Context: an optimization exercise on an open-source flow, tuned for a short achievable clock period and few clock cycles. The choices shown serve that exercise and are no tape-out recipe.
Only simulation tests tie the RTL to the original design; equivalence was not proved.

==> zinc <==
## cpuTop
module cpuTop (
    input  logic        clk,
    input  logic        rst,
    input  logic        run,
    input  logic        progWe,
    input  logic [7:0]  progAddr,
    input  logic [15:0] progData,
    input  logic [7:0]  ioPins,
    output logic        halted,
    output logic [7:0]  ioDir,
    output logic [7:0]  ioPort,
    output logic        vidWe,
    output logic [11:0] vidAddr,
    output logic [7:0]  vidData
);
export LEC_CHECK = 0
export ABC_CLOCK_PERIOD_IN_PS = 3000
export CAP_MARGIN = 20
export CORE_MARGIN = 2
export CORE_UTILIZATION = 45
export SLEW_MARGIN = 20
export TNS_END_PERCENT = 10
create_clock -name core_clock -period 10.0 [get_ports {clk}]
standard.sh (not shown) runs the stock make flow with config.mk's settings and CLKGATE_MAP_FILE= SYNTH_SCRIPT=/design/flow/synth_recipe.tcl, a recipe that flattens the netlist after the stock synthesis.
==> flow/flow/run.sh <==
#!/bin/bash
# The standard layout (its own synthesis and ORFS steps, unchanged), with
# the timing repair asked for more setup slack than the clock period needs,
# so that the layout runs faster than the design's period requires. The
# make output goes to make_finish.log; each ORFS step keeps its own log under
# orfs/logs.
set -uo pipefail
bash standard.sh SETUP_SLACK_MARGIN=6.3 finish > make_finish.log 2>&1
==> inputs of tundra, as changes to zinc <==
--- a/flow/design.v
+++ b/flow/design.v
@@ -187,26 +187,28 @@
         canPair = !isBz(a) && !isHaltW(a) && !isBz(b) && !isHaltW(b)
                   && !((a[3:0] == 4'h8) && (b[3:0] == 4'h8))
                   && !((b[3:0] == 4'h6) && setsFlagsW(a))
                   && (!rawHazard(a, b) || (a[3:0] == 4'h0));
     endfunction
     logic        stopped;
     logic        adv;
+    logic [7:0]  fpc;                            
     logic [255:0] fOH;                           
     logic        lastBz;                         
     logic [15:0] fb [4];                         
     logic [2:0]  fbCnt;
     logic [15:0] q [8];                          
     logic [3:0]  qCnt;
     logic        dValid0;
     logic        dValid1;
     logic [15:0] dIr0;
     logic [15:0] dIr1;
     logic        dHasBz;
     logic        dBzMid;                         
+    logic [7:0]  dBzImm;                         
     logic [255:0] dBzOH;                         
     logic [15:0] sIr0;                           
     logic [15:0] sIr1;                           
     logic        xValid [2];
     logic [3:0]  xOp [2];
     logic [3:0]  xRd [2];
     logic [2:0]  xPair [2];
@@ -217,14 +219,15 @@
     logic        xBzMid;
     logic        xmLane1;                        
     logic        xlLd;
     logic        xlLane1;
     logic [7:0]  xlA;
     logic [7:0]  xlB;
     logic [255:0] xlOH;
+    logic [7:0]  xBzImm;
     logic [255:0] xBzOH;
     logic        xmLd;
     logic        xmSt;
     logic [7:0]  xmA;
     logic [255:0] xmOH;                          
     logic [7:0]  xmB;
     logic [7:0]  xmC;
@@ -396,14 +399,15 @@
     endfunction
     logic sOk;                                   
     logic s1Ok;                                  
     assign sOk  = !isJmp(sIr0) && !isNop(sIr0) && !isBz(sIr0);
     assign s1Ok = !isJmp(sIr1) && !isNop(sIr1);
     logic [15:0]  g [4];
     logic [15:0]  h [2];
+    assign fOH  = dec(fpc);
     assign g[0] = romRead(fOH);
     assign g[1] = romRead(rotl(fOH, 1));
     assign g[2] = romRead(rotl(fOH, 2));
     assign g[3] = romRead(rotl(fOH, 3));
     assign h[0] = romRead(rotl(xBzOH, 2));
     assign h[1] = romRead(rotl(xBzOH, 3));
     logic [3:0]   gKeep;
@@ -468,37 +472,37 @@
         case (hKeep)
             2'b00:   begin heCnt = 2'd0; end
             2'b01:   begin heCnt = 2'd1; end
             2'b10:   begin heCnt = 2'd1; he[0] = h[1]; end
             default: begin heCnt = 2'd2; end
         endcase
     end
-    logic [255:0] gNext;
-    logic [255:0] hNext;
+    logic [7:0] gNext;
+    logic [7:0] hNext;
     always_comb begin
         if (gJmp[0])
-            gNext = dec(g[0][11:4]);
+            gNext = g[0][11:4];
         else if (gJmp[1])
-            gNext = dec(g[1][11:4]);
+            gNext = g[1][11:4];
         else if (gJmp[2])
-            gNext = dec(g[2][11:4]);
+            gNext = g[2][11:4];
         else if (gJmp[3])
-            gNext = dec(g[3][11:4]);
+            gNext = g[3][11:4];
         else
-            gNext = rotl(fOH, 4);
+            gNext = fpc + 8'd4;
         if (hJmp[0])
-            hNext = dec(h[0][11:4]);
+            hNext = h[0][11:4];
         else if (hJmp[1])
-            hNext = dec(h[1][11:4]);
+            hNext = h[1][11:4];
         else
-            hNext = rotl(xBzOH, 4);
+            hNext = xBzImm + 8'd4;
     end
     logic [15:0]  e [4];
     logic [2:0]   eCnt;
-    logic [255:0] nfpc;
+    logic [7:0]   nfpc;
     logic         nLastBz;
     always_comb begin
         if (taken) begin
             e[0]    = he[0];
             e[1]    = he[1];
             e[2]    = he[1];
             e[3]    = he[1];
@@ -552,16 +556,16 @@
         sLeft[2] = sCnt - 4'd2;
         sLeft[3] = sCnt - 4'd3;
         sv1      = atLeast(1);
         sv2      = atLeast(2);
         sv3      = atLeast(3);
         pairA  = sv2 && canPair(s[0], s[1]);
         midBz  = sv2 && isBz(s[1]) && !isBz(s[0]) && !isHaltW(s[0]);
-        pairM  = midBz && sv3 && canPair(s[0], s[2]);
-        leadBz = sv2 && isBz(s[0]) && !isBz(s[1]) && !isHaltW(s[1]);
+        pairM  = midBz && sv3 && canPair(s[0], s[2]) && (s[2][3:0] != 4'h8);
+        leadBz = sv2 && isBz(s[0]) && !isBz(s[1]) && !isHaltW(s[1]) && (s[1][3:0] != 4'h8);
         pair   = pairA | pairM | leadBz;
         bzWord = midBz ? s[1] : s[2];
         attach = midBz | (pairA && sv3 && isBz(s[2]));
         case ({sv1, pair, attach})
             3'b100:  take = 2'd1;
             3'b110:  take = 2'd2;
             3'b101:  take = 2'd2;
@@ -570,48 +574,48 @@
         endcase
         fetchEn = !atLeast(7);
         if (isBz(s[0]))
             bzWord = s[0];
     end
     always_ff @(posedge clk) begin
         if (rstQ) begin
-            fOH     <= 256'd1;
+            fpc     <= 8'h00;
             lastBz  <= 1'b0;
             fbCnt   <= 3'd0;
             qCnt    <= 4'd0;
             dValid0 <= 1'b0;
             dValid1 <= 1'b0;
         end else if (adv) begin
             if (taken) begin
                 qCnt    <= 4'd0;
                 dBzMid  <= 1'b0;
                 dValid1 <= 1'b0;
                 if (!sOk) begin
-                    fOH     <= xBzOH;
+                    fpc     <= xBzImm;
                     lastBz  <= 1'b0;
                     fbCnt   <= 3'd0;
                     dValid0 <= 1'b0;
                 end else if (!s1Ok) begin
-                    fOH     <= rotl(xBzOH, 1);
+                    fpc     <= xBzImm + 8'd1;
                     lastBz  <= 1'b0;
                     fbCnt   <= 3'd0;
                     dValid0 <= 1'b0;
                 end else begin
-                    fOH     <= nfpc;
+                    fpc     <= nfpc;
                     lastBz  <= nLastBz;
                     fbCnt   <= eCnt;
                     dValid0 <= 1'b1;
                 end
             end else begin
                 qCnt    <= sLeft[take];
                 dValid0 <= sv1;
                 dValid1 <= pair;
                 dBzMid  <= midBz | leadBz;
                 if (fetchEn) begin
-                    fOH    <= nfpc;
+                    fpc    <= nfpc;
                     lastBz <= nLastBz;
                     fbCnt  <= eCnt;
                 end else
                     fbCnt  <= 3'd0;
             end
         end
     end
@@ -620,23 +624,24 @@
             for (int i = 0; i < 4; i++)
                 fb[i] <= e[i];
             for (int i = 0; i < 8; i++)
                 q[i] <= s[i + take];
             if (taken) begin
                 dIr0    <= sIr1;
                 dHasBz  <= isBz(sIr1);
-                dBzOH   <= dec(sIr1[11:4]);
+                dBzImm  <= sIr1[11:4];
             end else begin
                 dIr0    <= s[0];
                 dIr1    <= pairM ? s[2] : s[1];
                 dHasBz  <= isBz(s[0]) | attach;
-                dBzOH   <= dec(bzWord[11:4]);
+                dBzImm  <= bzWord[11:4];
             end
         end
     end
+    assign dBzOH = dec(dBzImm);
     always_ff @(posedge clk) begin
         if (adv) begin
             sIr0 <= romRead(dBzOH);
             sIr1 <= romRead(rotl(dBzOH, 1));
         end
     end
     logic        dMem0;
@@ -709,29 +714,30 @@
                     xmA  <= fwd(idxA(dIr0));
                     xmOH <= dec(fwd(idxA(dIr0)));
                     xmB  <= fwd(idxB(dIr0));
                     xmC  <= fwd(dIr0[15:12]);
                 end
             end
             xBzOH   <= dBzOH;
+            xBzImm  <= dBzImm;
             xlLane1 <= !dMem1;
             if (dMem1) begin
                 xlA  <= fwd(idxA(dIr0));
                 xlOH <= dec(fwd(idxA(dIr0)));
                 xlB  <= fwd(idxB(dIr0));
             end else begin
                 xlA  <= fwd1(idxA(dIr1));
                 xlOH <= dec(fwd1(idxA(dIr1)));
                 xlB  <= fwd1(idxB(dIr1));
             end
         end
     end
     logic       stEn;
     logic [7:0] stData;
-    assign stEn   = adv & xmSt & ~(xmLane1 & kill1);
+    assign stEn   = adv & xmSt;                  
     assign stData = xmC;
     for (genvar i = 0; i < 16; i++) begin : gRegs
         always_ff @(posedge clk) begin
             if (rstQ)
                 regs[i] <= 8'h00;
             else if (adv) begin
                 if (laneHit(1, i[3:0]) && live1)
==> insert_results.sql <==
INSERT INTO impl_metrics (metric_group, metric, value, unit) VALUES
('synthesis', 'synth_top_cells_by_area', 'sky130_fd_sc_hd__edfxtp_1 (43%), sky130_fd_sc_hd__a221oi_1 (13%), sky130_fd_sc_hd__a22o_1 (13%)', ''),
('clock_network', 'cts_post_setup_buffers_inserted', '2489', ''),
('synthesis', 'synth_compound_area_share', '37.3', '%'),
('status', 'stop_stage', 'global routing (5_1_grt)', ''),
('synthesis', 'synthCells', '51600', ''),
('global_routing', 'grt_use_total', '137', '%'),
('synthesis', 'muxShareOfSynthArea', '1.03', '%'),
('status', 'stop_error', '[ERROR GRT-0116] Global routing finished with congestion. Check the congestion regions in the DRC Viewer.', ''),
('clock_network', 'cts_resized', '4115', ''),
('status', 'outcome', 'did not finish', ''),
('synthesis', 'netlist_area', '524000', 'sq um'),
('synthesis', 'synth_edf_count', '7553', '');
The numbers above come from zinc.

==> insert_results.sql <==
INSERT INTO impl_metrics (metric_group, metric, value, unit) VALUES
('status', 'outcome', 'did not finish', ''),
('status', 'stop_stage', 'global routing (5_1_grt)', ''),
('status', 'stop_error', '[ERROR GRT-0116] Global routing finished with congestion. Check the congestion regions in the DRC Viewer.', ''),
('global_routing', 'grt_use_total', '133', '%'),
('synthesis', 'netlist_area', '497000', 'sq um'),
('clock_network', 'cts_resized', '2633', ''),
('synthesis', 'synth_compound_area_share', '34.4', '%');
The numbers above come from tundra.

Testbench counts of zinc, summed over its fixed seeds: cycles 51,359.
Testbench counts of tundra, summed over its fixed seeds: cycles 51,427.
